This is an optimization exercise on Yosys and OpenROAD, whose aim is small area and a short achievable clock period, not a production implementation.
Where RTL was checked, it was by simulation tests only, not by an equivalence proof against the original.
Only the layout flow was run in runs 1 to 3; the RTL was not checked for function there.
Power and IR drop assume default switching activity.

==> flow/design.v <==
`timescale 1ns/1ps
`default_nettype none
module chu_vga_card_flip_core (
    input  logic        clk,
    input  logic        reset_n,
    input  logic [10:0] x,
    input  logic [10:0] y,
    input  logic        cs,
    input  logic        write,
    input  logic [13:0] addr,
    input  logic [31:0] wr_data,
    output logic [31:0] rd_data,
    output logic [13:0] glyph_addr,
    input  logic        glyph_pix,
    input  logic [11:0] si_rgb,
    output logic [11:0] so_rgb
);
    logic [5:0]  r_code [256];
    logic        r_hid  [256];
    logic        r_wv;        
    logic        r_wc;        
    logic [7:0]  r_wa;
    logic [6:0]  r_wd;
    logic        r_busy;      
    logic        r_clr;       
    logic [7:0]  r_slot;
    logic [4:0]  r_progress;
    logic        r_frame_cnt;
    logic [1:0]  r_mode;
    logic [11:0] r_fg;
    logic        r_prev_origin;
    logic        r_v1;
    logic [7:0]  r_pslot;
    logic [3:0]  r_yin;
    logic [3:0]  r_xin;
    logic [11:0] r_si1;
    logic [11:0] r_si2;
    logic        w_tile_wr;
    logic        w_reg_wr;
    logic        w_flip_start;
    logic        w_origin;
    logic        w_strobe;
    logic        w_busy;
    logic        w_eng_clear;
    logic [7:0]  w_pix_slot;
    logic [6:0]  w_ent;
    logic        w_reveal;
    logic [5:0]  w_eff_code;
    logic [11:0] w_avg;
    logic [11:0] w_blend;
    assign w_tile_wr    = cs & write & ~addr[13];
    assign w_reg_wr     = cs & write & addr[13];
    assign w_flip_start = w_reg_wr && (addr[2:0] == 3'd2);
    assign w_origin     = (x == 11'd0) && (y == 11'd0);
    assign w_strobe     = w_origin & ~r_prev_origin;
    assign w_busy       = r_busy;
    assign w_eng_clear  = r_clr && !w_tile_wr;
    assign w_pix_slot   = {y[6:4], x[8:4]};
    assign rd_data      = {w_busy, 23'd0, 3'd0, r_progress};
    always_ff @(posedge clk) begin
        r_wv <= w_tile_wr | w_eng_clear;
        r_wc <= w_tile_wr;
        r_wa <= w_tile_wr ? addr[7:0] : r_slot;
        r_wd <= {w_tile_wr & wr_data[8], wr_data[5:0]};
    end
    always_ff @(posedge clk) begin
        if (r_wc) r_code[r_wa] <= r_wd[5:0];
        if (r_wv) r_hid[r_wa]  <= r_wd[6];
    end
    always_ff @(posedge clk or negedge reset_n) begin
        if (!reset_n) begin
            r_mode <= 2'b00;
            r_fg   <= 12'hFFF;
        end else if (w_reg_wr) begin
            case (addr[2:0])
                3'd0:    r_mode <= wr_data[1:0];
                3'd1:    r_fg   <= wr_data[11:0];
                default: ;
            endcase
        end
    end
    always_ff @(posedge clk or negedge reset_n) begin
        if (!reset_n) r_prev_origin <= 1'b0;
        else          r_prev_origin <= w_origin;
    end
    logic       w_step;       
    logic [4:0] w_prog_inc;
    assign w_step     = r_busy & ~r_clr & r_frame_cnt & ~r_prev_origin;
    assign w_prog_inc = r_progress + 5'd1;
    always_ff @(posedge clk or negedge reset_n) begin
        if (!reset_n) begin
            r_busy      <= 1'b0;
            r_clr       <= 1'b0;
            r_slot      <= '0;
            r_progress  <= '0;
            r_frame_cnt <= 1'b0;
        end else if (!r_busy) begin
            if (w_flip_start) begin
                r_busy      <= 1'b1;
                r_slot      <= wr_data[7:0];
                r_progress  <= '0;
                r_frame_cnt <= 1'b0;
            end
        end else if (r_clr) begin
            if (!w_tile_wr) begin
                r_busy <= 1'b0;
                r_clr  <= 1'b0;
            end
        end else if (w_origin && !r_prev_origin) begin
            r_frame_cnt <= ~r_frame_cnt;
            if (w_step) begin
                r_progress <= w_prog_inc;
                r_clr      <= w_prog_inc[4];
            end
        end
    end
    always_ff @(posedge clk or negedge reset_n) begin
        if (!reset_n) begin
            r_v1    <= 1'b0;
            r_pslot <= '0;
            r_yin   <= '0;
            r_xin   <= '0;
            r_si1   <= '0;
        end else begin
            r_v1    <= 1'b1;
            r_pslot <= w_pix_slot;
            r_yin   <= y[3:0];
            r_xin   <= x[3:0];
            r_si1   <= si_rgb;
        end
    end
    logic [15:0]  w_lo;
    logic [15:0]  w_hi;
    logic [255:0] w_sel;
    logic [6:0]   w_rd;
    always_comb begin
        for (int j = 0; j < 16; j++) begin
            w_lo[j] = (r_pslot[3:0] == 4'(j));
            w_hi[j] = r_v1 && (r_pslot[7:4] == 4'(j));
        end
        for (int i = 0; i < 256; i++) w_sel[i] = w_hi[i/16] & w_lo[i%16];
    end
    for (genvar b = 0; b < 7; b++) begin : g_rd
        logic [255:0] w_d;
        logic [85:0]  w_t_n;
        for (genvar i = 0; i < 256; i++) begin : g_d
            if (b == 6) begin : g_h
                assign w_d[i] = r_hid[i];
            end else begin : g_c
                assign w_d[i] = r_code[i][b];
            end
        end
        for (genvar g = 0; g < 85; g++) begin : g_t
            card_aoi222 u_t (
                .a1(w_sel[3*g]),   .a2(w_d[3*g]),
                .b1(w_sel[3*g+1]), .b2(w_d[3*g+1]),
                .c1(w_sel[3*g+2]), .c2(w_d[3*g+2]),
                .y (w_t_n[g])
            );
        end
        assign w_t_n[85] = ~(w_sel[255] & w_d[255]);
        assign w_rd[b]   = ~&w_t_n;
    end
    assign w_ent      = w_rd;
    assign w_reveal   = w_busy && (r_pslot == r_slot) && ({1'b0, r_yin} < r_progress);
    assign w_eff_code = (w_ent[6] && !w_reveal) ? 6'd63 : w_ent[5:0];
    always_ff @(posedge clk or negedge reset_n) begin
        if (!reset_n) begin
            glyph_addr <= '0;
            r_si2      <= '0;
            so_rgb     <= '0;
        end else begin
            glyph_addr <= {w_eff_code, r_yin, r_xin};
            r_si2      <= r_si1;
            so_rgb     <= w_blend;
        end
    end
    for (genvar i = 0; i < 3; i++) begin : g_ch
        logic [4:0] w_sum;
        assign w_sum = {1'b0, r_fg[i*4 +: 4]} + {1'b0, r_si2[i*4 +: 4]};
        assign w_avg[i*4 +: 4] = w_sum[4:1];
    end
    always_comb begin
        w_blend = r_si2;
        case (r_mode)
            2'b01:   w_blend = r_si2;
            2'b10:   if (glyph_pix) w_blend = w_avg;
            default: if (glyph_pix) w_blend = r_fg;
        endcase
    end
endmodule
module card_aoi222 (
    input  logic a1, a2, b1, b2, c1, c2,
    output logic y
);
    assign y = ~((a1 & a2) | (b1 & b2) | (c1 & c2));
endmodule
`default_nettype wire
==> flow/flow/run.sh <==
#!/bin/bash
set -euo pipefail
cd "$(dirname "$0")/.."
bash standard.sh SETUP_SLACK_MARGIN=6.6 finish > standard_flow.log 2>&1
==> flow/standard.sh <==
#!/bin/bash
# synth_recipe.tcl (not shown) runs the flow's synth.tcl, then flattens the netlist and writes it again
# the make line also repeats each setting of config.mk as NAME=value (left out here)
make -C /OpenROAD-flow-scripts/flow DESIGN_CONFIG=/design/flow/config.mk WORK_HOME=/design/flow/orfs CLKGATE_MAP_FILE= SYNTH_SCRIPT=/design/flow/synth_recipe.tcl "${@:-finish}"
==> flow/config.mk <==
export PLATFORM = sky130hd
export DESIGN_NAME = chu_vga_card_flip_core
export DESIGN_NICKNAME = chu_vga_card_flip_core
export VERILOG_FILES = /design/flow/design.v
export SDC_FILE = /design/flow/constraint.sdc
export NUM_CORES = 4
export LEC_CHECK = 0
export CAP_MARGIN = 20
export CORE_MARGIN = 2
export CORE_UTILIZATION = 40
export SLEW_MARGIN = 20
export SYNTH_HIERARCHICAL = 1
==> flow/constraint.sdc <==
create_clock -name core_clock -period 10.0 [get_ports {clk}]
set_input_delay 2.0000 -clock core_clock [delete_from_list [all_inputs] [get_ports {clk}]]
set_output_delay 2.0000 -clock core_clock [all_outputs]
set_load 0.01 [all_outputs]
==> flow_summary.json, run 1 <==
{
  "status": "complete, no violations",
  "drv_cap": 0,
  "grt-ovfl-total": 0,
  "powerDensity_nw_per_um2": 202,
  "crit_family": "simple AND/OR/NAND/NOR gates",
  "grt_max_degree": 202,
  "postCtsHoldBufs": 0,
  "cts_buffers": 185,
  "fp.dieW_um": 421,
  "ys_warn_count": 7,
  "cts_tree": "yes",
  "final.setup.tns_ns": 0,
  "wl_per_cell_um": 31.6,
  "maxSlewHeadroom_pct": 21.6,
  "avgSynthCellArea_um2": 17.5,
  "grt_use_total_pct": 23.7,
  "gp_congestion": 0.898,
  "top_layer": "met5",
  "cellLeakagePower_uw": 0.0256,
  "cp-end-kind": "flop",
  "async_flop_share_pct": 5.14,
  "synth_cells": 3991,
  "setup-violations-final": 0,
  "skew_ns": 0.0220,
  "vias": 42900,
  "nets": 4452,
  "crit_top_cell": "nand4_1",
  "drt_wl_total_um": 216000,
  "hold_path.class": "flop to flop",
  "synth_area_um2": 69700,
  "synth_largest_area_cell": "edfxtp_1",
  "cp_data_arrival_time_ns": 4.43,
  "holdPathStages": 0,
  "comb_power_share_pct": 4.9,
  "synth_sequential_area_ratio_pct": 81.2,
  "dp_hpwl_um": 129000,
  "vdd_drop_max_v": 0.000154,
  "io_pins": 143,
  "antenna_left": 0,
  "met1_length_um": 80000,
  "synth_top_flop_cell": "edfxtp_1",
  "met3_length_um": 25800,
  "synth.distinct_cells": 51,
  "first_global_vias": 41400,
  "antenna_found_initial": 7,
  "syn2layout_area_growth_pct": 17.9,
  "hold_viol": 0,
  "cp.required_ns": 10.67,
  "fin_util_pct": 47.4,
  "switching_share_pct": 22.2,
  "clockBufferDepth": 3,
  "switching_power_uw": 3690,
  "p_int_uw": 12900,
  "synth-seq-cells": 1907,
  "crit_type": "flop to flop",
  "cts.sinks": 1907,
  "h-tree-depth": 4,
  "cts_root_buffer": "clkbuf_16",
  "cts.clk_slew.worst_paths_ns": 0.06,
  "startpoint_type": "flop",
  "core_um2": 173000,
  "drc_errors": 0,
  "crit_fanout": 13,
  "first_pass_iters": 10,
  "p_total_uw": 16600,
  "cp_cell_sequence": "nor2b_2, nand3_1, buf_12, nor2_1, a222oi_1, nand4_1, nor4_4, nand4_1, a211oi_2, nand2_1",
  "grt_pass1_wl_um": 303000,
  "clock_latency_ns": 0.83,
  "cp_slowest_cell": "nor4_4",
  "yosysTopAreaCellShare_pct": 77.2,
  "yosys-top-cells-area": "edfxtp_1, a222oi_1, nor2_1",
  "portBuffers": 91,
  "crit_cells": 10,
  "rr_worst_depth": 10,
  "min_period_ns": 3.76,
  "drive_gt1_share_pct": 16.0,
  "synth-edff-count": 1792,
  "worst_slew_pin_slew_ns": 1.17,
  "chipHeight_um": 421,
  "final_cell_mix": "edfxtp_1, nor2_1, a222oi_1",
  "pwr-share-seq_pct": 53.6,
  "initial_utilization_pct": 40.2,
  "fin_crit_sh_pct": 37.6,
  "die-area_um2": 178000,
  "dr_wl_met2_um": 98600,
  "drtIter0Drc": 8147,
  "rows": 153,
  "via_per_inst": 6.27,
  "cp_num_buf_inv": 1,
  "power_frac_clock_pct": 41.5,
  "clock.fmax_mhz": 266,
  "layout_commonest_cell": "edfxtp_1",
  "rsz0062_at_grt": "yes",
  "slew_violations": 0,
  "cp_slowest_stage_delay_ns": 0.58
}
layer usage:
layer  GRT usage [%]  vias to the layer above
li1                -                    17700
met1            32.0                    21800
met2            36.6                     2929
met3            5.45                      502
met4            11.2                        4
met5          0.0269                        -
layout make-up:
class	instances	area (µm²)
Multi-Input combinational cell	1930	13500
Sequential cell	1907	56700
Timing Repair Buffer	305	3040
Fill cell	14700	91200
Inverter	20	75.1
Clock buffer	224	4870
Tap cell	2325	2910
Antenna cell	4	10.0
Clock inverter	118	1090
Yosys cell counts (all sizes together), types with 15 or more instances:
master  count
nor2b      17
ha         15
nor2      783
nand4     165
nand2      86
o21ai      16
inv        20
mux2i      16
buf        30
nand3      53
edfxtp   1792
a222oi    595
mux2       21
clkbuf    131
nor4       41
dfrtp      86
dfxtp      17
xnor2      16
path summary, 6_finish.rpt:
path / slack, ns / start / end
max in group asynchronous: 7.51 / reset_n / r_progress[4]$_DFFE_PN0P_
min in group asynchronous: 1.23 / reset_n / r_si1[5]$_DFF_PN0_
min reg2reg: 0.33 / r_xin[1]$_DFF_PN0_ / glyph_addr[1]$_DFF_PN0_
max: 6.24 / r_pslot[1]$_DFF_PN0_ / glyph_addr[8]$_DFF_PN0_
min: 0.33 / r_xin[1]$_DFF_PN0_ / glyph_addr[1]$_DFF_PN0_
max reg2reg: 6.24 / r_pslot[1]$_DFF_PN0_ / glyph_addr[8]$_DFF_PN0_
power by group through the flow:
stage / clock [µW] / sequential (µW) / combinational, µW
finish: 6900 / 8910 / 809
global route: 7270 / 8910 / 841
CTS: 6960 / 8910 / 783
detailed placement: 0 / 9080 / 734
global placement: 0 / 9080 / 728
floorplan: 0 / 9080 / 299
metrics by stage:
stage	area, µm²	hold WS, ns	worst slack, ns	std cells
floorplan	69900	0.331	6.31	4016
global placement	73600	0.332	4.96	6338
detailed placement	73700	0.335	4.94	6339
CTS	81900	0.333	6.39	6810
global route	82200	0.343	6.31	6830
finish	82200	0.332	6.24	6833
registers in the layout, indices dropped and copies added (netlist names):
name,flops
glyph_addr,14
r_busy,1
r_clr,1
r_code,1536
r_fg,12
r_frame_cnt,1
r_hid,256
r_mode,2
r_prev_origin,1
r_progress,5
r_pslot,8
r_si1,12
r_si2,12
r_slot,8
r_v1,1
r_wa,8
r_wc,1
r_wd,7
r_wv,1
r_xin,4
r_yin,4
so_rgb,12
per-module statistics from Yosys (local to each module, per instance):
module	flip-flops and latches	cell area, µm²
card_aoi222	0	10.0
chu_vga_card_flip_core	1907	63800
what timing repair did:
item	CTS	global route
buffers inserted	123	16
resized for setup	376	15
setup endpoints to repair	270	140
endpoints found under the hold margin	0	0
pin swaps	103	33
cloned	6	0
logic make-up after synthesis:
logic type | synth area share (%)
xor gates and xnor gates | 0.201
AOI/OAI and AO/OA | 9.13
other | 0.0108
muxes | 0.569
DFF | 81.2
and+or+nand+nor | 7.39
buffers and inverters | 1.12
adders and majority gates | 0.355
worst register-to-register path, cell delays in order (launching register included):
cell and delay [ns]:
dfrtp_2 0.47, nor2b_2 0.24, nand3_1 0.16, buf_12 0.24
nor2_1 0.21, a222oi_1 0.56, nand4_1 0.30, nor4_4 0.59
nand4_1 0.40, a211oi_2 0.30, nand2_1 0.15
==> inputs of run 2 (changes only) <==
--- a/flow/design.v
+++ b/flow/design.v
@@ -29,8 +29,9 @@
     logic [1:0]  r_mode;
     logic [11:0] r_fg;
     logic        r_prev_origin;
-    logic        r_v1;
-    logic [7:0]  r_pslot;
+    logic [15:0] r_rlo_n;     
+    logic [15:0] r_rhi_n;     
+    logic        r_match;     
     logic [3:0]  r_yin;
     logic [3:0]  r_xin;
     logic [11:0] r_si1;
@@ -114,31 +115,29 @@
             end
         end
     end
+    logic [7:0]  w_slot_nx;
+    assign w_slot_nx = (!r_busy && w_flip_start) ? wr_data[7:0] : r_slot;
+    always_ff @(posedge clk) begin
+        for (int j = 0; j < 16; j++) r_rlo_n[j] <= (w_pix_slot[3:0] != 4'(j));
+        r_match <= (w_pix_slot == w_slot_nx);
+    end
     always_ff @(posedge clk or negedge reset_n) begin
         if (!reset_n) begin
-            r_v1    <= 1'b0;
-            r_pslot <= '0;
+            r_rhi_n <= '1;
             r_yin   <= '0;
             r_xin   <= '0;
             r_si1   <= '0;
         end else begin
-            r_v1    <= 1'b1;
-            r_pslot <= w_pix_slot;
+            for (int j = 0; j < 16; j++) r_rhi_n[j] <= (w_pix_slot[7:4] != 4'(j));
             r_yin   <= y[3:0];
             r_xin   <= x[3:0];
             r_si1   <= si_rgb;
         end
     end
-    logic [15:0]  w_lo;
-    logic [15:0]  w_hi;
     logic [255:0] w_sel;
     logic [6:0]   w_rd;
     always_comb begin
-        for (int j = 0; j < 16; j++) begin
-            w_lo[j] = (r_pslot[3:0] == 4'(j));
-            w_hi[j] = r_v1 && (r_pslot[7:4] == 4'(j));
-        end
-        for (int i = 0; i < 256; i++) w_sel[i] = w_hi[i/16] & w_lo[i%16];
+        for (int i = 0; i < 256; i++) w_sel[i] = ~(r_rhi_n[i/16] | r_rlo_n[i%16]);
     end
     for (genvar b = 0; b < 7; b++) begin : g_rd
         logic [255:0] w_d;
@@ -162,7 +161,7 @@
         assign w_rd[b]   = ~&w_t_n;
     end
     assign w_ent      = w_rd;
-    assign w_reveal   = w_busy && (r_pslot == r_slot) && ({1'b0, r_yin} < r_progress);
+    assign w_reveal   = w_busy && r_match && ({1'b0, r_yin} < r_progress);
     assign w_eff_code = (w_ent[6] && !w_reveal) ? 6'd63 : w_ent[5:0];
     always_ff @(posedge clk or negedge reset_n) begin
         if (!reset_n) begin
==> flow_summary.json, run 2 <==
{
  "status": "complete, no violations",
  "hold_path.class": "flop to flop",
  "via_per_inst": 6.20,
  "regMostFlops": "r_code",
  "reg_top3": "r_code (1536), r_hid (256)",
  "grt_use_total_pct": 21.8,
  "synth_largest_area_cell": "edfxtp_1",
  "io_pins": 143,
  "portBuffers": 91,
  "fin_crit_sh_pct": 36.0,
  "crit_type": "flop to flop",
  "reg2reg_from": "r_rhi_n[15]$_DFF_PN1_",
  "grt_max_degree": 191,
  "cp-end-kind": "flop",
  "synth-seq-cells": 1931,
  "holdPathStages": 0,
  "cts.sinks": 1931,
  "startpoint_type": "flop",
  "antenna_found_initial": 9,
  "cts.clk_slew.worst_paths_ns": 0.06,
  "cp_num_buf_inv": 0,
  "avgSynthCellArea_um2": 17.4,
  "vias": 41700,
  "crit_fanout": 16,
  "final.setup.tns_ns": 0,
  "cp.required_ns": 10.61,
  "drc_errors": 0,
  "cp_data_arrival_time_ns": 4.21,
  "die-area_um2": 179000,
  "crit_family": "simple AND/OR/NAND/NOR gates",
  "clockBufferDepth": 3,
  "cts_tree": "yes",
  "core_um2": 174000,
  "cp_cell_sequence": "nor2_1, a222oi_1, nand4_1, nor4_2, and4_1, o2111ai_1",
  "p_total_uw": 16600,
  "rows": 153,
  "synth-edff-count": 1792,
  "powerDensity_nw_per_um2": 206,
  "largest_reg_flops": 1536,
  "clock_latency_ns": 0.81,
  "rr_worst_depth": 6,
  "cellLeakagePower_uw": 0.0248,
  "drive_gt1_share_pct": 11.1,
  "syn2layout_area_growth_pct": 14.3,
  "synth.distinct_cells": 51,
  "postCtsHoldBufs": 0,
  "fp.dieW_um": 423,
  "hold_viol": 0,
  "layout_commonest_cell": "edfxtp_1",
  "reg2reg_slack_ns": 6.40,
  "setup.worst_path.end": "glyph_addr[8]$_DFF_PN0_",
  "first_pass_iters": 10,
  "rsz0062_at_grt": "yes",
  "synth_area_um2": 70400,
  "worst_slew_pin_slew_ns": 1.19,
  "setup-violations-final": 0,
  "grt-ovfl-total": 0,
  "dp_hpwl_um": 121000,
  "yosysTopAreaCellShare_pct": 76.5,
  "synth_sequential_area_ratio_pct": 81.2,
  "slew_violations": 0,
  "async_flop_share_pct": 5.44,
  "gp_congestion": 0.874,
  "num-fill-cells": 14700,
  "r2r_end": "glyph_addr[8]$_DFF_PN0_",
  "skew_ns": 0.0259,
  "chipHeight_um": 423,
  "grt_pass1_wl_um": 285000,
  "min_period_ns": 3.60,
  "antenna_left": 0,
  "cp_slowest_stage_delay_ns": 0.84,
  "synth_most_common_cell": "edfxtp_1",
  "critPathLaunch": "r_rhi_n[15]$_DFF_PN1_",
  "wl_per_cell_um": 29.7,
  "first_global_vias": 40300,
  "yosys-top-cells-area": "edfxtp_1, a222oi_1, nor2_1",
  "synth_commonest_cells": "edfxtp_1, nor2_1, a222oi_1",
  "vdd_drop_max_v": 0.000146,
  "drtIter0Drc": 7645,
  "maxSlewHeadroom_pct": 19.9,
  "initial_utilization_pct": 40.4,
  "synth_top_flop_cell": "edfxtp_1",
  "drv_cap": 0,
  "clock.fmax_mhz": 278,
  "ys_warn_count": 7,
  "drt_wl_total_um": 200000,
  "cts_root_buffer": "clkbuf_16",
  "cts_buffers": 186,
  "cp_slowest_cell": "dfstp_2",
  "crit_cells": 6,
  "synth_cells": 4046,
  "final_cell_mix": "edfxtp_1, nor2_1, a222oi_1",
  "nets": 4341,
  "h-tree-depth": 4
}
## run 2: cell count changes in the layout (fill, tap and decap cells not counted), moves of 10 or more
cell	before	now
clkinv_1	44	34
nor2_1	735	780
nand4_1	165	145
buf_4	159	56
nor4_4	25	7
buf_12	37	11
clkbuf_1	34	47
nor2_2	39	2
nor4_1	8	28
dfstp_4	0	10
nand2_4	20	3
nand3_2	17	6
nand2_1	59	96
dfxtp_1	10	26
## run 2: per-layer routing
layer	share of wire [%]	vias to the layer above	global-route usage [%]	routed length [µm]
li1	-	17400	-	-
met1	39	21500	29.5	78300
met2	47	2365	34.4	94100
met3	10	363	5.22	20600
met4	3.4	4	7.72	6700
met5	0.014	-	0	27
## run 2: layout make-up
type,count,area [µm²],share of cell area [%]
Sequential cell,1931,57200,71.1
Multi-Input combinational cell,1924,12700,15.8
Clock buffer,247,5080,6.31
Tap cell,2325,2910,3.62
Timing Repair Buffer,173,1630,2.03
Clock inverter,97,832,1.03
Inverter,22,82.6,0.103
Antenna cell,5,12.5,0.0155
## run 2: worst register-to-register path, delay by kind of cell (launching register included)
| family | cells | cell delay [ns] |
|---|---|---|
| and+or+nand+nor | 4 | 1.69 |
| AOI/OAI and AO/OA | 2 | 0.86 |
| DFF | 1 | 0.84 |
## run 2: where the power goes
group          leakage [µW]  switching, µW  internal (µW)  total [µW]
logic               0.00420            544            186         730
registers            0.0177           90.1           8910        9000
clock network       0.00289           2960           3900        6860
## run 2: what timing repair did
action / CTS / global route
resized for setup: 202 / 25
endpoints found under the setup margin: 39 / 19
cloned: 0 / 0
buffers inserted: 11 / 13
pin swaps: 17 / 11
## run 2: kinds of logic after synthesis
group,count (synthesis),share of synthesized area [%]
AO/OA/AOI/OAI,669,9.19
XOR/XNOR,15,0.187
adder cells (fa/ha/maj),18,0.352
buffers and inverters,216,1.31
flip-flops,1931,81.2
multiplexers,38,0.583
other,1,0.00533
AND/OR/NAND/NOR,1158,7.17
## run 2: metrics by stage
step / setup slack (ns) / cell area, µm² / std cells / utilization (%) / hold slack, ns
2_1_floorplan: 6.50 / 70500 / 4071 / - / 0.331
3_3_place_gp: 5.47 / 74000 / 6348 / 42.4 / 0.333
3_5_place_dp: 5.47 / 74000 / 6349 / 42.4 / 0.336
4_1_cts: 6.54 / 80200 / 6704 / 46.0 / 0.333
5_1_grt: 6.51 / 80500 / 6719 / 46.1 / 0.347
6_report: 6.40 / 80500 / 6724 / 46.1 / 0.321
## run 2: worst min path at each step
stage / slack, ns / start / endpoint
global route: 0.35 / r_si1[9]$_DFF_PN0_ / r_si2[9]$_DFF_PN0_
CTS: 0.33 / r_si1[9]$_DFF_PN0_ / r_si2[9]$_DFF_PN0_
global placement: 0.33 / r_xin[2]$_DFF_PN0_ / glyph_addr[2]$_DFF_PN0_
floorplan: 0.33 / r_xin[0]$_DFF_PN0_ / glyph_addr[0]$_DFF_PN0_
detailed placement: 0.34 / r_si1[5]$_DFF_PN0_ / r_si2[5]$_DFF_PN0_
finish: 0.32 / r_si1[9]$_DFF_PN0_ / r_si2[9]$_DFF_PN0_
## run 2: modules after synthesis, one instance, submodules excluded
| module | area [µm²] | cells inside | flops+latches |
|---|---|---|---|
| chu_vga_card_flip_core | 64400 | 3451 | 1931 |
| card_aoi222 | 10.0 | 1 | 0 |
==> inputs of run 3 (changes only) <==
--- a/flow/config.mk
+++ b/flow/config.mk
@@ -7,6 +7,7 @@
 export LEC_CHECK = 0
 export CAP_MARGIN = 20
 export CORE_MARGIN = 2
-export CORE_UTILIZATION = 40
+export CORE_UTILIZATION = 60
+export PLACE_DENSITY = 0.7
 export SLEW_MARGIN = 20
 export SYNTH_HIERARCHICAL = 1
==> flow_summary.json, run 3 <==
{
  "vias": 42100,
  "fin_crit_sh_pct": 35.7,
  "synth_commonest_cells": "edfxtp_1, nor2_1, a222oi_1",
  "final_cell_area_um2": 79000,
  "multi_input_area_um2": 12700,
  "fp.dieW_um": 346,
  "slew_violations": 0,
  "synth-edff-count": 1792,
  "portBuffers": 91,
  "cellLeakagePower_uw": 0.0245,
  "vdd_drop_max_v": 0.000165,
  "seqCellArea_um2": 57200,
  "grt_pass1_wl_um": 276000,
  "final.setup.tns_ns": 0,
  "startpoint_type": "flop",
  "synth_top_flop_cell": "edfxtp_1",
  "initial_utilization_pct": 60.6,
  "clock_latency_ns": 0.80,
  "synth_area_um2": 70400,
  "synth_largest_area_cell": "edfxtp_1",
  "fin_ws_ns": 6.43,
  "min_period_ns": 3.57,
  "grt_max_degree": 118,
  "setup-violations-final": 0,
  "drive_gt1_share_pct": 10.8,
  "cts_root_buffer": "clkbuf_16",
  "die-area_um2": 120000,
  "rsz0062_at_grt": "yes",
  "first_pass_iters": 10,
  "place_area_um2": 73000,
  "cp-end-kind": "flop",
  "cp_slowest_cell": "nor4_1",
  "cts.sinks": 1931,
  "layout_commonest_cell": "edfxtp_1",
  "num-fill-cells": 7545,
  "cp.required_ns": 10.58,
  "gp_congestion": 0.907,
  "hold_viol": 0,
  "first_global_vias": 40100,
  "largest_reg_flops": 1536,
  "io_pins": 143,
  "synth-seq-cells": 1931,
  "worst_slew_pin_slew_ns": 1.33,
  "chipHeight_um": 346,
  "dp_hpwl_um": 118000,
  "nets": 4333,
  "cts_buffers": 183,
  "cts_tree": "yes",
  "async_flop_share_pct": 5.44,
  "synth_cells": 4046,
  "skew_ns": 0.0328,
  "crit_fanout": 16,
  "final_cell_mix": "edfxtp_1, nor2_1, a222oi_1",
  "antenna_left": 0,
  "rows": 125,
  "pre_cts_slack_ns": 5.74,
  "drt_wl_total_um": 194000,
  "drc_errors": 0,
  "h-tree-depth": 4,
  "status": "complete, no violations",
  "grt_use_total_pct": 32.0,
  "hold_path.class": "flop to flop",
  "drv_cap": 0,
  "syn2layout_area_growth_pct": 12.3,
  "grt-ovfl-total": 0,
  "maxSlewHeadroom_pct": 10.6,
  "drtIter0Drc": 8371,
  "clockBufferDepth": 3,
  "core_um2": 116000,
  "antenna_found_initial": 5,
  "clock.fmax_mhz": 280,
  "avgSynthCellArea_um2": 17.4,
  "synth_most_common_cell": "edfxtp_1",
  "crit_type": "flop to flop",
  "powerDensity_nw_per_um2": 207,
  "cp_cell_sequence": "buf_4, nor2_1, a222oi_1, nand4_1, nor4_1, o2111ai_1",
  "cp_data_arrival_time_ns": 4.16,
  "wl_per_cell_um": 32.8,
  "fin_util_pct": 68.0,
  "yosysTopAreaCellShare_pct": 76.5,
  "yosys-top-cells-area": "edfxtp_1, a222oi_1, nor2_1",
  "synth_sequential_area_ratio_pct": 81.2,
  "reg_top3": "r_code (1536), r_hid (256)",
  "synth.distinct_cells": 51,
  "via_per_inst": 7.12,
  "ys_warn_count": 7,
  "cp_slowest_stage_delay_ns": 1.16,
  "regMostFlops": "r_code",
  "cts.clk_slew.worst_paths_ns": 0.06
}
[run 3: cell counts after synthesis]
Identical to the previous run, type by type.
[run 3: final timing paths]
path / from / to / slack [ns] / cells past startpoint
worst max-delay path: r_rlo_n[0]$_DFF_P_ / glyph_addr[8]$_DFF_PN0_ / 6.43 / 6
worst min-delay path: r_si1[8]$_DFF_PN0_ / r_si2[8]$_DFF_PN0_ / 0.34 / 0
worst max register to register: r_rlo_n[0]$_DFF_P_ / glyph_addr[8]$_DFF_PN0_ / 6.43 / 6
worst min register to register: r_si1[8]$_DFF_PN0_ / r_si2[8]$_DFF_PN0_ / 0.34 / 0
max in group asynchronous: reset_n / glyph_addr[12]$_DFF_PN0_ / 7.45 / 2
min in group asynchronous: reset_n / r_si2[11]$_DFF_PN0_ / 1.18 / 1
[run 3: cell families after synthesis]
| group | count (synthesis) | synth area share, % |
|---|---|---|
| flip-flops | 1931 | 81.2 |
| AND/OR/NAND/NOR | 1158 | 7.17 |
| AO/OA/AOI/OAI | 669 | 9.19 |
| buffers and inverters | 216 | 1.31 |
| multiplexers | 38 | 0.583 |
| adder cells (fa/ha/maj) | 18 | 0.352 |
| XOR/XNOR | 15 | 0.187 |
| other | 1 | 0.00533 |
[run 3: Yosys stat by module (local to each module, per instance)]
module / flops+latches / copies in the design / cells / area (µm²)
chu_vga_card_flip_core: 1931 / 1 / 3451 / 64400
card_aoi222: 0 / 595 / 1 / 10.0
[run 3: critical path, delay by kind of cell, from the launching register on]
kind | cells | cell delay (ns)
buf+inv | 1 | 0.54
compound gates | 2 | 0.77
simple gates | 3 | 1.71
flops | 1 | 0.31
[run 3: final cells by class]
| cell class | count | area share, % |
|---|---|---|
| clock buffers | 245 | 6.27 |
| multi-input cells | 1925 | 16.0 |
| clock inverters | 95 | 0.950 |
| flip-flops and latches | 1931 | 72.4 |
| repair buffers | 167 | 1.85 |
| inverters | 22 | 0.104 |
| well taps | 1524 | 2.41 |
| diodes | 3 | 0.00950 |
[run 3: metal layers]
layer	wire length (µm)	vias to the layer above	global-route usage (%)
met3	26100	500	7.17
met2	90100	3047	49.4
li1	-	17400	-
met1	68200	21200	44.3
met5	11	-	0
met4	9750	2	14.3
[run 3: report_power, final]
| group | total [µW] | switching, µW | internal (µW) |
|---|---|---|---|
| logic | 706 | 516 | 191 |
| clock network | 6640 | 2910 | 3740 |
| registers | 9020 | 109 | 8910 |
| total | 16400 | 3530 | 12800 |
[run 3: what timing repair did]
action / 4_1_cts / 5_1_grt
setup buffers: 6 / 10
resized for setup: 177 / 23
pin swaps: 11 / 13
gates cloned: 0 / 1
hold buffers: 0 / 0
setup endpoints to repair: 39 / 23
[run 3: per-stage QoR]
step	power [µW]	cells	hold WS, ns
CTS	16400	5896	0.349
global route	16700	5909	0.359
detailed placement	9870	5550	0.335
global placement	9860	5549	0.331
floorplan	9470	4071	0.331
finish	16400	5912	0.343
==> inputs of run 4 (changes only) <==
--- a/flow/design.v
+++ b/flow/design.v
@@ -17,9 +17,9 @@
 );
     logic [5:0]  r_code [256];
     logic        r_hid  [256];
-    logic        r_wv;        
+    logic [15:0] r_whi_n;
+    logic [15:0] r_wlo_n;
     logic        r_wc;        
-    logic [7:0]  r_wa;
     logic [6:0]  r_wd;
     logic        r_busy;      
     logic        r_clr;       
@@ -58,15 +58,25 @@
     assign w_eng_clear  = r_clr && !w_tile_wr;
     assign w_pix_slot   = {y[6:4], x[8:4]};
     assign rd_data      = {w_busy, 23'd0, 3'd0, r_progress};
+    logic        w_wv;
+    logic [7:0]  w_wa;
+    assign w_wv = w_tile_wr | w_eng_clear;
+    assign w_wa = w_tile_wr ? addr[7:0] : r_slot;
     always_ff @(posedge clk) begin
-        r_wv <= w_tile_wr | w_eng_clear;
+        for (int j = 0; j < 16; j++) begin
+            r_whi_n[j] <= !(w_wv && w_wa[7:4] == 4'(j));
+            r_wlo_n[j] <= (w_wa[3:0] != 4'(j));
+        end
         r_wc <= w_tile_wr;
-        r_wa <= w_tile_wr ? addr[7:0] : r_slot;
         r_wd <= {w_tile_wr & wr_data[8], wr_data[5:0]};
     end
+    logic [15:0] w_wlo_c_n;
+    assign w_wlo_c_n = r_wlo_n | {16{~r_wc}};
     always_ff @(posedge clk) begin
-        if (r_wc) r_code[r_wa] <= r_wd[5:0];
-        if (r_wv) r_hid[r_wa]  <= r_wd[6];
+        for (int i = 0; i < 256; i++) begin
+            if (!(r_whi_n[i/16] | w_wlo_c_n[i%16])) r_code[i] <= r_wd[5:0];
+            if (!(r_whi_n[i/16] | r_wlo_n[i%16]))   r_hid[i]  <= r_wd[6];
+        end
     end
     always_ff @(posedge clk or negedge reset_n) begin
         if (!reset_n) begin
@@ -135,7 +145,7 @@
         end
     end
     logic [255:0] w_sel;
-    logic [6:0]   w_rd;
+    logic [6:0]   w_rd_n;
     always_comb begin
         for (int i = 0; i < 256; i++) w_sel[i] = ~(r_rhi_n[i/16] | r_rlo_n[i%16]);
     end
@@ -157,10 +167,24 @@
                 .y (w_t_n[g])
             );
         end
-        assign w_t_n[85] = ~(w_sel[255] & w_d[255]);
-        assign w_rd[b]   = ~&w_t_n;
-    end
-    assign w_ent      = w_rd;
+        card_nand2 u_t85 (.a(w_sel[255]), .b(w_d[255]), .y(w_t_n[85]));
+        logic [21:0] w_u;
+        logic [10:0] w_v_n;
+        logic [2:0]  w_w;
+        for (genvar g = 0; g < 21; g++) begin : g_u
+            card_nand4 u_u (.a(w_t_n[4*g]), .b(w_t_n[4*g+1]), .c(w_t_n[4*g+2]),
+                            .d(w_t_n[4*g+3]), .y(w_u[g]));
+        end
+        card_nand2 u_u21 (.a(w_t_n[84]), .b(w_t_n[85]), .y(w_u[21]));
+        for (genvar g = 0; g < 11; g++) begin : g_v
+            card_nor2 u_v (.a(w_u[2*g]), .b(w_u[2*g+1]), .y(w_v_n[g]));
+        end
+        card_nand4 u_w0 (.a(w_v_n[0]), .b(w_v_n[1]), .c(w_v_n[2]), .d(w_v_n[3]), .y(w_w[0]));
+        card_nand4 u_w1 (.a(w_v_n[4]), .b(w_v_n[5]), .c(w_v_n[6]), .d(w_v_n[7]), .y(w_w[1]));
+        card_nand3 u_w2 (.a(w_v_n[8]), .b(w_v_n[9]), .c(w_v_n[10]), .y(w_w[2]));
+        card_nor3  u_x  (.a(w_w[0]), .b(w_w[1]), .c(w_w[2]), .y(w_rd_n[b]));
+    end
+    assign w_ent      = ~w_rd_n;
     assign w_reveal   = w_busy && r_match && ({1'b0, r_yin} < r_progress);
     assign w_eff_code = (w_ent[6] && !w_reveal) ? 6'd63 : w_ent[5:0];
     always_ff @(posedge clk or negedge reset_n) begin
@@ -194,4 +218,19 @@
 );
     assign y = ~((a1 & a2) | (b1 & b2) | (c1 & c2));
 endmodule
+module card_nand2 (input logic a, b, output logic y);
+    assign y = ~(a & b);
+endmodule
+module card_nand3 (input logic a, b, c, output logic y);
+    assign y = ~(a & b & c);
+endmodule
+module card_nand4 (input logic a, b, c, d, output logic y);
+    assign y = ~(a & b & c & d);
+endmodule
+module card_nor2 (input logic a, b, output logic y);
+    assign y = ~(a | b);
+endmodule
+module card_nor3 (input logic a, b, c, output logic y);
+    assign y = ~(a | b | c);
+endmodule
 `default_nettype wire
--- a/flow/config.mk
+++ b/flow/config.mk
@@ -7,7 +7,9 @@
 export LEC_CHECK = 0
 export CAP_MARGIN = 20
 export CORE_MARGIN = 2
-export CORE_UTILIZATION = 60
-export PLACE_DENSITY = 0.7
+export CORE_UTILIZATION = 50
+export CTS_CLUSTER_DIAMETER = 80
+export CTS_CLUSTER_SIZE = 30
+export PLACE_DENSITY = 0.62
 export SLEW_MARGIN = 20
 export SYNTH_HIERARCHICAL = 1
==> flow_summary.json, run 4 <==
{
  "status": "complete, no violations",
  "rr_worst_depth": 9,
  "crit_fanout": 16,
  "synth_largest_area_cell": "edfxtp_1",
  "hold_ws_ns": 0.356,
  "antenna_found_initial": 2,
  "drc_errors": 0,
  "holdPathEnd": "r_si2[9]$_DFF_PN0_",
  "drive_gt1_share_pct": 8.61,
  "place_inst": 6033,
  "final_cell_area_um2": 77600,
  "cts_buffers": 83,
  "ys_warn_count": 9,
  "cts.clk_slew.worst_paths_ns": 0.11,
  "skew_ns": 0.0347,
  "layout_commonest_cell": "edfxtp_1",
  "drt_wl_total_um": 200000,
  "h-tree-depth": 3,
  "portBuffers": 91,
  "first_global_vias": 39400,
  "drv_cap": 0,
  "reg_top3": "r_code (1536), r_hid (256)",
  "r2r_end": "glyph_addr[8]$_DFF_PN0_",
  "fin_ws_ns": 6.50,
  "cts_root_buffer": "clkbuf_16",
  "syn2layout_area_growth_pct": 8.70,
  "initial_utilization_pct": 50.4,
  "reg2reg_slack_ns": 6.50,
  "synth-seq-cells": 1954,
  "regMostFlops": "r_code",
  "grt_pass1_wl_um": 283000,
  "powerDensity_nw_per_um2": 181,
  "antenna_left": 0,
  "grt-ovfl-total": 0,
  "synth_area_um2": 71400,
  "vias": 41900,
  "clockBufferDepth": 3,
  "largest_reg_flops": 1536,
  "cts.sinks": 1954,
  "grt_max_degree": 178,
  "synth_top_flop_cell": "edfxtp_1",
  "crit_type": "flop to flop",
  "vdd_drop_max_v": 0.000154,
  "holdPathStages": 0,
  "cts_tree": "yes",
  "core_um2": 142000,
  "synth_sequential_area_ratio_pct": 80.7,
  "drtIter0Drc": 8491,
  "fin_crit_sh_pct": 35.0,
  "clock_latency_ns": 0.74,
  "slew_violations": 0,
  "holdCritStartpoint": "r_si1[9]$_DFF_PN0_",
  "synth_most_common_cell": "edfxtp_1",
  "cp_data_arrival_time_ns": 4.00,
  "dp_hpwl_um": 120000,
  "grtUsageMet1_pct": 37.9,
  "synth_commonest_cells": "edfxtp_1, nor2_1, a222oi_1",
  "hold_path.class": "flop to flop",
  "clock.fmax_mhz": 286,
  "die-area_um2": 146000,
  "wl_per_cell_um": 32.2,
  "io_pins": 143,
  "num-fill-cells": 11200,
  "cp-end-kind": "flop",
  "cp.required_ns": 10.50,
  "rsz0062_at_grt": "yes",
  "fp.dieW_um": 382,
  "worst_slew_pin_slew_ns": 1.27,
  "avgSynthCellArea_um2": 17.1,
  "synth.distinct_cells": 67,
  "synth-edff-count": 1792,
  "final.setup.tns_ns": 0,
  "yosysTopAreaCellShare_pct": 75.4,
  "async_flop_share_pct": 5.37,
  "setup-violations-final": 0,
  "gp_congestion": 0.876,
  "rows": 138,
  "min_period_ns": 3.50,
  "synth_cells": 4185,
  "final_cell_mix": "edfxtp_1, nor2_1, a222oi_1",
  "nets": 4365,
  "maxSlewHeadroom_pct": 15.3,
  "yosys-top-cells-area": "edfxtp_1, a222oi_1, nor2_1",
  "place_area_um2": 74400,
  "pre_cts_slack_ns": 5.63,
  "cellLeakagePower_uw": 0.0234,
  "via_per_inst": 6.74,
  "grt_use_total_pct": 27.0,
  "first_pass_iters": 10,
  "reg2reg_from": "r_rlo_n[14]$_DFF_P_",
  "gr-usage-met2_pct": 42.2,
  "fin_cells": 6215,
  "hold_viol": 0,
  "grt_use_met3_pct": 5.66,
  "chipHeight_um": 382,
  "busiest_layer": "met2",
  "startpoint_type": "flop"
}
run 4: changes by cell type after synthesis, moves of 8 or more:
cell      change
nor2_1       +77
nor4_1       -38
clkbuf_1     +30
nand4_1      +24
dfxtp_1      +23
nand2b_1     +22
nand2_1      -13
mux2i_1      -12
o21ai_0      -11
o31ai_1      +10
mux2_1        +8
xnor2_1       -8
run 4: worst max-delay path: stages (launching register included):
cell      delay (ns)
dfxtp_4         0.73
nor2_1          0.26
a222oi_1        0.53
nand4_1         0.22
nor2_2          0.23
nand4_1         0.35
nor3_4          0.25
buf_4           0.19
or3b_4          0.22
o211ai_1        0.25
run 4: how the worst max path moves through the flow:
stage	start	to	slack, ns	cells past startpoint
2_1_floorplan	y[4]	r_progress[4]$_DFFE_PN0P_	6.61	5
3_3_place_gp	y[4]	r_progress[4]$_DFFE_PN0P_	5.64	5
3_5_place_dp	y[4]	r_progress[4]$_DFFE_PN0P_	5.63	5
4_1_cts	r_rhi_n[8]$_DFF_PN1_	glyph_addr[8]$_DFF_PN0_	6.54	9
5_1_grt	r_rhi_n[2]$_DFF_PN1_	glyph_addr[8]$_DFF_PN0_	6.51	9
6_report	r_rlo_n[14]$_DFF_P_	glyph_addr[8]$_DFF_PN0_	6.50	9
run 4: Yosys stat by module, one instance, submodules excluded:
| module | copies in the design | area [µm²] | flops+latches |
|---|---|---|---|
| card_nand2 | 14 | 3.75 | 0 |
| chu_vga_card_flip_core | 1 | 63900 | 1954 |
| card_nand4 | 161 | 6.26 | 0 |
| card_aoi222 | 595 | 10.0 | 0 |
| card_nand3 | 7 | 5.00 | 0 |
| card_nor2 | 77 | 3.75 | 0 |
| card_nor3 | 7 | 10.0 | 0 |
run 4: layout make-up:
cell class	instances	area, µm²	share of cell area (%)
clock buffer	106	2230	2.87
tap	1890	2360	3.05
sequential	1954	57700	74.4
antenna	4	10.0	0.0129
clock inverter	38	483	0.623
multi-input combinational	2006	12900	16.6
inverter	22	83.8	0.108
timing repair buffer	195	1760	2.27
run 4: power by group:
part | total, µW | internal, µW | switching [µW]
registers | 9070 | 8970 | 102
logic | 637 | 175 | 462
clock network | 4300 | 1770 | 2540
run 4: metrics by stage:
step                      total power, µW  util [%]
after floorplan                      9500         -
after global placement               9870      52.5
after detailed placement             9880      52.5
after CTS                           14000      54.7
after global routing                14400      54.8
final                               14000      54.8
run 4: kinds of logic (layout without fill, tap and decap cells):
group,Yosys count,count (layout),share of synthesized area (%)
buf+inv,250,361,1.47
other cells,1,30,0.00526
simple gates,1247,1247,7.67
xor+xnor,7,7,0.0859
mux,28,28,0.433
compound gates,680,680,9.24
fa+ha+maj,18,18,0.347
flops,1954,1954,80.7
run 4: per-layer routing:
metal / part of all wire (%) / up-vias
met5: 0 / -
met4: 4.3 / 0
met3: 12 / 383
met2: 46 / 2622
met1: 38 / 21400
li1: - / 17500
run 4: repair_timing:
| action | 4_1_cts | 5_1_grt |
|---|---|---|
| pin swaps | 3 | 7 |
| resized for setup | 148 | 32 |
| setup buffers | 26 | 7 |
| endpoints found under the setup margin | 42 | 48 |
| hold buffers | 0 | 0 |
==> inputs of run 5 (changes only) <==
--- a/flow/design.v
+++ b/flow/design.v
@@ -44,7 +44,6 @@
     logic        w_busy;
     logic        w_eng_clear;
     logic [7:0]  w_pix_slot;
-    logic [6:0]  w_ent;
     logic        w_reveal;
     logic [5:0]  w_eff_code;
     logic [11:0] w_avg;
@@ -184,9 +183,10 @@
         card_nand3 u_w2 (.a(w_v_n[8]), .b(w_v_n[9]), .c(w_v_n[10]), .y(w_w[2]));
         card_nor3  u_x  (.a(w_w[0]), .b(w_w[1]), .c(w_w[2]), .y(w_rd_n[b]));
     end
-    assign w_ent      = ~w_rd_n;
     assign w_reveal   = w_busy && r_match && ({1'b0, r_yin} < r_progress);
-    assign w_eff_code = (w_ent[6] && !w_reveal) ? 6'd63 : w_ent[5:0];
+    for (genvar b = 0; b < 6; b++) begin : g_eff
+        card_o21ai u_e (.a1(w_rd_n[6]), .a2(w_reveal), .b1(w_rd_n[b]), .y(w_eff_code[b]));
+    end
     always_ff @(posedge clk or negedge reset_n) begin
         if (!reset_n) begin
             glyph_addr <= '0;
@@ -218,6 +218,9 @@
 );
     assign y = ~((a1 & a2) | (b1 & b2) | (c1 & c2));
 endmodule
+module card_o21ai (input logic a1, a2, b1, output logic y);
+    assign y = ~((a1 | a2) & b1);
+endmodule
 module card_nand2 (input logic a, b, output logic y);
     assign y = ~(a & b);
 endmodule
==> flow_summary.json, run 5 <==
{
  "status": "complete, no violations",
  "fin_util_pct": 54.5,
  "rsz0062_at_grt": "yes",
  "hold_path.class": "flop to flop",
  "synth_top_flop_cell": "edfxtp_1",
  "cts.sinks": 1954,
  "avgSynthCellArea_um2": 17.1,
  "grt_use_total_pct": 26.9,
  "hold_viol": 0,
  "syn2layout_area_growth_pct": 8.36,
  "grt_max_degree": 203,
  "dp_hpwl_um": 118000,
  "grt_pass1_wl_um": 282000,
  "cp_cell_sequence": "buf_4, nor2_1, a222oi_1, nand4_1, nor2_1, nand4_1, nor3_4, o21ai_1",
  "drtIter0Drc": 7951,
  "cp_slowest_stage_delay_ns": 0.48,
  "powerDensity_nw_per_um2": 180,
  "synth.distinct_cells": 58,
  "cts_root_buffer": "clkbuf_16",
  "crit_family": "simple AND/OR/NAND/NOR gates",
  "num-fill-cells": 11100,
  "synth-seq-cells": 1954,
  "regMostFlops": "r_code",
  "synth_most_common_cell": "edfxtp_1",
  "h-tree-depth": 3,
  "clockBufferDepth": 3,
  "startpoint_type": "flop",
  "io_pins": 143,
  "first_global_vias": 39600,
  "ys_warn_count": 9,
  "synth-edff-count": 1792,
  "skew_ns": 0.0368,
  "vdd_drop_max_v": 0.000176,
  "cts.clk_slew.worst_paths_ns": 0.11,
  "setup-violations-final": 0,
  "antenna_found_initial": 1,
  "synth_sequential_area_ratio_pct": 80.9,
  "fp.dieW_um": 381,
  "grt_use_met3_pct": 5.52,
  "cts_tree": "yes",
  "rows": 138,
  "layout_commonest_cell": "edfxtp_1",
  "cellLeakagePower_uw": 0.0233,
  "worst_slew_pin_slew_ns": 1.24,
  "slew_violations": 0,
  "synth_area_um2": 71200,
  "crit_fanout": 16,
  "drive_gt1_share_pct": 7.86,
  "nets": 4335,
  "multi_input_area_um2": 12700,
  "gr-usage-met2_pct": 41.7,
  "crit_type": "flop to flop",
  "first_pass_iters": 10,
  "maxSlewHeadroom_pct": 17.0,
  "drt_wl_total_um": 198000,
  "clock_latency_ns": 0.73,
  "async_flop_share_pct": 5.37,
  "seqCellArea_um2": 57700,
  "core_um2": 141000,
  "via_per_inst": 6.68,
  "cp-end-kind": "flop",
  "grt-ovfl-total": 0,
  "synth_cells": 4163,
  "cts_buffers": 81,
  "wl_per_cell_um": 32.0,
  "fin_crit_sh_pct": 35.0,
  "gp_congestion": 0.900,
  "drc_errors": 0,
  "cp_data_arrival_time_ns": 3.97,
  "yosysTopAreaCellShare_pct": 75.6,
  "portBuffers": 91,
  "chipHeight_um": 381,
  "cp_num_buf_inv": 1,
  "final.setup.tns_ns": 0,
  "synth_largest_area_cell": "edfxtp_1",
  "vias": 41300,
  "min_period_ns": 3.50,
  "drv_cap": 0,
  "synth_commonest_cells": "edfxtp_1, nor2_1, a222oi_1",
  "largest_reg_flops": 1536,
  "cp.required_ns": 10.47,
  "reg_top3": "r_code (1536), r_hid (256)",
  "yosys-top-cells-area": "edfxtp_1, a222oi_1, nor2_1",
  "antenna_left": 0,
  "cp_slowest_cell": "buf_4",
  "final_cell_mix": "edfxtp_1, nor2_1, a222oi_1",
  "postCtsHoldBufs": 0,
  "initial_utilization_pct": 50.3,
  "clock.fmax_mhz": 286,
  "die-area_um2": 145000,
  "busiest_layer": "met2",
  "grtUsageMet1_pct": 38.1
}
run 5: changes by cell type after synthesis, moves of 7 or more:
cell      previous run  this run
clkbuf_1           194       180
o211ai_1            10         3
nand2b_1            28        20
buf_1                1        12
nor2b_1             15         7
o21ai_0              8        16
mux2_1               8         0
run 5: layer usage:
| metal | vias to the layer above | routed length [µm] |
|---|---|---|
| met5 | - | 0 |
| li1 | 17300 | - |
| met2 | 2368 | 92000 |
| met3 | 361 | 21000 |
| met4 | 0 | 7870 |
| met1 | 21200 | 77100 |
run 5: cell families after synthesis:
group | count (synthesis) | synth area share, %
adders and majority gates | 18 | 0.348
buffers and inverters | 250 | 1.49
AOI/OAI and AO/OA | 676 | 9.13
DFF | 1954 | 80.9
and+or+nand+nor | 1219 | 7.45
muxes | 30 | 0.461
xor gates and xnor gates | 15 | 0.185
other | 1 | 0.00527
run 5: repair_timing:
| item | in CTS | in global routing |
|---|---|---|
| gates resized for setup | 114 | 23 |
| setup endpoints to repair | 65 | 49 |
| pin swaps | 1 | 3 |
| cloned | 0 | 1 |
| buffers inserted | 17 | 8 |
run 5: worst paths after layout:
check / end / cells after the start / start / slack (ns)
max: glyph_addr[8]$_DFF_PN0_ / 8 / r_rlo_n[5]$_DFF_P_ / 6.50
min: r_si2[7]$_DFF_PN0_ / 0 / r_si1[7]$_DFF_PN0_ / 0.35
max reg2reg: glyph_addr[8]$_DFF_PN0_ / 8 / r_rlo_n[5]$_DFF_P_ / 6.50
min reg2reg: r_si2[7]$_DFF_PN0_ / 0 / r_si1[7]$_DFF_PN0_ / 0.35
max in group asynchronous: glyph_addr[13]$_DFF_PN0_ / 2 / reset_n / 7.78
min in group asynchronous: glyph_addr[10]$_DFF_PN0_ / 1 / reset_n / 1.15
run 5: where the power goes:
part,switching (µW),internal (µW),total (µW)
sequential,96.7,8970,9070
combinational,461,180,642
clock,2470,1720,4200
total,3030,10900,13900
run 5: modules after synthesis (local to each module, per instance):
module / flip-flops and latches / area, µm² / cells / copies in the design
chu_vga_card_flip_core: 1954 / 63700 / 3296 / 1
card_o21ai: 0 / 5.00 / 1 / 6
card_aoi222: 0 / 10.0 / 1 / 595
card_nor2: 0 / 3.75 / 1 / 77
card_nand4: 0 / 6.26 / 1 / 161
card_nand3: 0 / 5.00 / 1 / 7
card_nand2: 0 / 3.75 / 1 / 14
card_nor3: 0 / 10.0 / 1 / 7
run 5: layout make-up:
class                      instances  share of cell area (%)
antenna                            5                  0.0162
clock buffer                     110                    2.88
clock inverter                    26                   0.490
inverter                          22                   0.112
multi-input combinational       1985                    16.5
sequential                      1954                    74.8
tap                             1890                    3.07
timing repair buffer             188                    2.15
run 5: stage by stage:
step / area [µm²] / instances / hold slack, ns / total power (µW) / setup WS [ns]
2_1_floorplan: 71300 / 4188 / 0.331 / 9510 / 6.61
3_3_place_gp: 74200 / 6013 / 0.333 / 9880 / 5.32
3_5_place_dp: 74200 / 6013 / 0.335 / 9890 / 5.38
4_1_cts: 77000 / 6166 / 0.349 / 13900 / 6.50
5_1_grt: 77100 / 6175 / 0.345 / 14300 / 6.48
6_report: 77100 / 6180 / 0.349 / 13900 / 6.50
==> inputs of run 6 (changes only) <==
--- a/flow/design.v
+++ b/flow/design.v
@@ -20,7 +20,7 @@
     logic [15:0] r_whi_n;
     logic [15:0] r_wlo_n;
     logic        r_wc;        
-    logic [6:0]  r_wd;
+    logic [6:0]  r_wd [4];    
     logic        r_busy;      
     logic        r_clr;       
     logic [7:0]  r_slot;
@@ -67,14 +67,15 @@
             r_wlo_n[j] <= (w_wa[3:0] != 4'(j));
         end
         r_wc <= w_tile_wr;
-        r_wd <= {w_tile_wr & wr_data[8], wr_data[5:0]};
+        for (int c = 0; c < 4; c++)
+            r_wd[c] <= {w_tile_wr & wr_data[8], wr_data[5:0]} & {7{w_wa[7:6] == 2'(c)}};
     end
     logic [15:0] w_wlo_c_n;
     assign w_wlo_c_n = r_wlo_n | {16{~r_wc}};
     always_ff @(posedge clk) begin
         for (int i = 0; i < 256; i++) begin
-            if (!(r_whi_n[i/16] | w_wlo_c_n[i%16])) r_code[i] <= r_wd[5:0];
-            if (!(r_whi_n[i/16] | r_wlo_n[i%16]))   r_hid[i]  <= r_wd[6];
+            if (!(r_whi_n[i/16] | w_wlo_c_n[i%16])) r_code[i] <= r_wd[i/64][5:0];
+            if (!(r_whi_n[i/16] | r_wlo_n[i%16]))   r_hid[i]  <= r_wd[i/64][6];
         end
     end
     always_ff @(posedge clk or negedge reset_n) begin
==> flow_summary.json, run 6 <==
{
  "status": "complete, no violations",
  "layout_commonest_cell": "edfxtp_1",
  "drt_wl_total_um": 206000,
  "comb_power_share_pct": 5.4,
  "min_period_ns": 3.57,
  "clock.fmax_mhz": 280,
  "drtIter0Drc": 8482,
  "crit_fanout": 11,
  "drv_cap": 0,
  "worst_slew_pin_slew_ns": 1.04,
  "place_inst": 6111,
  "clock_latency_ns": 0.76,
  "cts_tree": "yes",
  "multi_input_area_um2": 12900,
  "fp.dieW_um": 383,
  "largest_reg_flops": 1536,
  "cts_buffers": 85,
  "reg2reg_from": "r_rlo_n[10]$_DFF_P_",
  "first_pass_iters": 10,
  "fin_cells": 6282,
  "p_int_uw": 11200,
  "synth_cells": 4225,
  "synth_top_flop_cell": "edfxtp_1",
  "fin_util_pct": 54.5,
  "avgSynthCellArea_um2": 17.0,
  "synth.distinct_cells": 57,
  "holdPathEnd": "r_si2[2]$_DFF_PN0_",
  "synth_area_um2": 71800,
  "grt_use_total_pct": 27.7,
  "rsz0062_at_grt": "yes",
  "maxSlewHeadroom_pct": 30.3,
  "drive_gt1_share_pct": 8.88,
  "slew_violations": 0,
  "hold_path.class": "flop to flop",
  "cts.sinks": 1975,
  "cp_cell_sequence": "buf_4, nor2_1, a222oi_1, nand4_1, nor2_1, nand4_1, nor3_2, o21ai_1",
  "antenna_found_initial": 28,
  "synth_sequential_area_ratio_pct": 80.8,
  "startpoint_type": "flop",
  "rr_worst_depth": 8,
  "cp.required_ns": 10.57,
  "gp_congestion": 0.914,
  "die-area_um2": 147000,
  "nets": 4412,
  "cp-end-kind": "flop",
  "first_global_vias": 39500,
  "core_um2": 143000,
  "cts_root_buffer": "clkbuf_16",
  "pwr-share-seq_pct": 64.1,
  "cellLeakagePower_uw": 0.0238,
  "postCtsHoldBufs": 0,
  "final.setup.tns_ns": 0,
  "num-fill-cells": 11200,
  "synth_largest_area_cell": "edfxtp_1",
  "reg2reg_slack_ns": 6.43,
  "yosys-top-cells-area": "edfxtp_1, a222oi_1, nor2_1",
  "critPathLaunch": "r_rlo_n[10]$_DFF_P_",
  "clockBufferDepth": 3,
  "fin_crit_sh_pct": 35.7,
  "portBuffers": 91,
  "wl_per_cell_um": 32.8,
  "hold_viol": 0,
  "vdd_drop_max_v": 0.000132,
  "cp_slowest_cell": "dfxtp_2",
  "vias": 42300,
  "syn2layout_area_growth_pct": 8.65,
  "h-tree-depth": 3,
  "drc_errors": 0,
  "antenna_left": 0,
  "cts.clk_slew.worst_paths_ns": 0.11,
  "reg_top3": "r_code (1536), r_hid (256), r_wd (28)",
  "synth-seq-cells": 1975,
  "grt_pass1_wl_um": 289000,
  "yosysTopAreaCellShare_pct": 74.9,
  "cp_data_arrival_time_ns": 4.13,
  "io_pins": 143,
  "switching_share_pct": 22.7,
  "chipHeight_um": 383,
  "seqCellArea_um2": 58100,
  "synth_most_common_cell": "edfxtp_1",
  "via_per_inst": 6.73,
  "synth-edff-count": 1792,
  "crit_type": "flop to flop",
  "hold_ws_ns": 0.359,
  "cp_slowest_stage_delay_ns": 0.56,
  "grt-ovfl-total": 0,
  "dp_hpwl_um": 127000,
  "regMostFlops": "r_code",
  "ys_warn_count": 10,
  "r2r_end": "glyph_addr[13]$_DFF_PN0_",
  "skew_ns": 0.0481,
  "final_cell_mix": "edfxtp_1, nor2_1, a222oi_1",
  "synth_commonest_cells": "edfxtp_1, nor2_1, a222oi_1",
  "initial_utilization_pct": 50.2,
  "switching_power_uw": 3280,
  "grt_max_degree": 65,
  "setup-violations-final": 0,
  "rows": 139,
  "power_frac_clock_pct": 30.5,
  "holdPathStages": 0,
  "holdCritStartpoint": "r_si1[2]$_DFF_PN0_",
  "powerDensity_nw_per_um2": 185,
  "async_flop_share_pct": 5.32
}
## run 6: cell count changes in the layout (fill, tap and decap cells not counted), moves of 6 or more
cell and change:
inv_8 +7, buf_4 +17, a32oi_1 -6, mux2_2 -7
dfxtp_2 +27, nor2b_1 +8, and2_1 +16, clkdlybuf4s50_1 -6
clkbuf_2 -8, buf_2 +7
## run 6: per-layer routing
metal	share of wire (%)	vias to the layer above	GRT usage, %
met5	0.095	-	0.628
met2	45	2739	41.7
met1	38	21600	39.6
li1	-	17600	-
met4	3.7	12	9.56
met3	13	350	6.63
## run 6: critical path, delay by kind of cell (launching register included)
kind / cells / cell delay, ns
AND/OR/NAND/NOR: 5 / 1.72
flip-flops: 1 / 0.56
AO/OA/AOI/OAI: 2 / 0.66
buffers and inverters: 1 / 0.45
## run 6: cells by family (layout without fill, tap and decap cells)
family          Yosys count  after routing  share of synthesized area, %
compound gates          679            679                          9.07
xor+xnor                 10             10                         0.122
fa+ha+maj                18             18                         0.345
buf+inv                 252            373                          1.51
flops                  1975           1975                          80.8
mux                      28             28                         0.415
other cells               1             34                       0.00522
simple gates           1262           1262                          7.71
## run 6: what timing repair did
item,CTS,global route
resized for setup,144,16
setup endpoints to repair,68,29
pin swaps,0,5
setup buffers,9,3
gates cloned,1,1
## run 6: power by group through the flow
stage / registers (µW) / clock network [µW] / logic, µW
after detailed placement: 9450 / 0 / 787
final: 9270 / 4410 / 788
after CTS: 9260 / 4460 / 775
after global routing: 9270 / 4720 / 828
after floorplan: 9500 / 0 / 263
after global placement: 9450 / 0 / 772
## run 6: final cells by class
cell class	count	area share, %
clock buffer	111	3.00
inverter	26	0.130
sequential	1975	74.5
clock inverter	38	0.618
timing repair buffer	196	2.13
antenna	8	0.0257
tap	1903	3.05
multi-input combinational	2023	16.5
timing repair inverter	2	0.0128
## run 6: worst max-delay path by stage
| stage | end | slack, ns |
|---|---|---|
| finish | glyph_addr[13]$_DFF_PN0_ | 6.43 |
| global placement | r_match$_DFF_P_ | 5.14 |
| CTS | glyph_addr[11] | 6.54 |
| floorplan | r_progress[3]$_DFFE_PN0P_ | 6.54 |
| global route | r_match$_DFF_P_ | 6.51 |
| detailed placement | r_match$_DFF_P_ | 5.13 |
## run 6: through the flow
step | worst slack (ns) | power (µW) | cell area (µm²)
2_1_floorplan | 6.54 | 9760 | 71900
3_3_place_gp | 5.14 | 10200 | 75000
3_5_place_dp | 5.13 | 10200 | 75000
4_1_cts | 6.54 | 14500 | 77900
5_1_grt | 6.51 | 14800 | 78000
6_report | 6.43 | 14500 | 78000
## run 6: Yosys stat by module (local to each module, per instance)
module,flip-flops and latches,times used,cell area [µm²]
card_o21ai,0,6,5.00
chu_vga_card_flip_core,1975,1,64400
card_nor3,0,7,10.0
card_nand4,0,161,6.26
card_nor2,0,77,3.75
card_nand2,0,14,3.75
card_nand3,0,7,5.00
card_aoi222,0,595,10.0

## static timing again, ports no longer ideal
In the flow no input, the clock included, has a driving cell. The finished layouts below were timed again as built, in two steps. Step 1 (the two cells are an assumption about what drives the block):
set clk [get_ports {clk}]
set_driving_cell -lib_cell sky130_fd_sc_hd__clkbuf_16 $clk
set_driving_cell -lib_cell sky130_fd_sc_hd__buf_2 [delete_from_list [all_inputs] $clk]
Step 2 adds t to the input delays and takes it off the output delays; t is the mean of the earliest and latest rising clock arrival at the registers after step 1. Input paths then give back, and output paths get back, about the clock's delay inside the block. a / b / c = ideal ports / drivers / drivers and shift; a / b = the first two.
run	t (ns)	slack for setup (ns)	latest minus earliest clock arrival (ns)	worst slew at a driven data input, ns
run 1	0.905	6.238 / 6.238 / 5.784	0.029 / 0.030	0.06
run 2	0.887	6.405 / 6.405 / 5.907	0.034 / 0.033	0.07
run 3	0.854	6.427 / 6.427 / 5.842	0.036 / 0.036	0.18
run 4	0.812	6.501 / 6.501 / 5.955	0.053 / 0.053	0.07
run 5	0.799	6.504 / 6.504 / 5.903	0.053 / 0.053	0.08
run 6	0.814	6.435 / 6.435 / 5.806	0.049 / 0.049	0.19
After both steps every run listed still meets setup and hold. The setup slack of run 6, which loses most, moves by 0.000 ns with the drivers and by -0.629 ns with both steps.
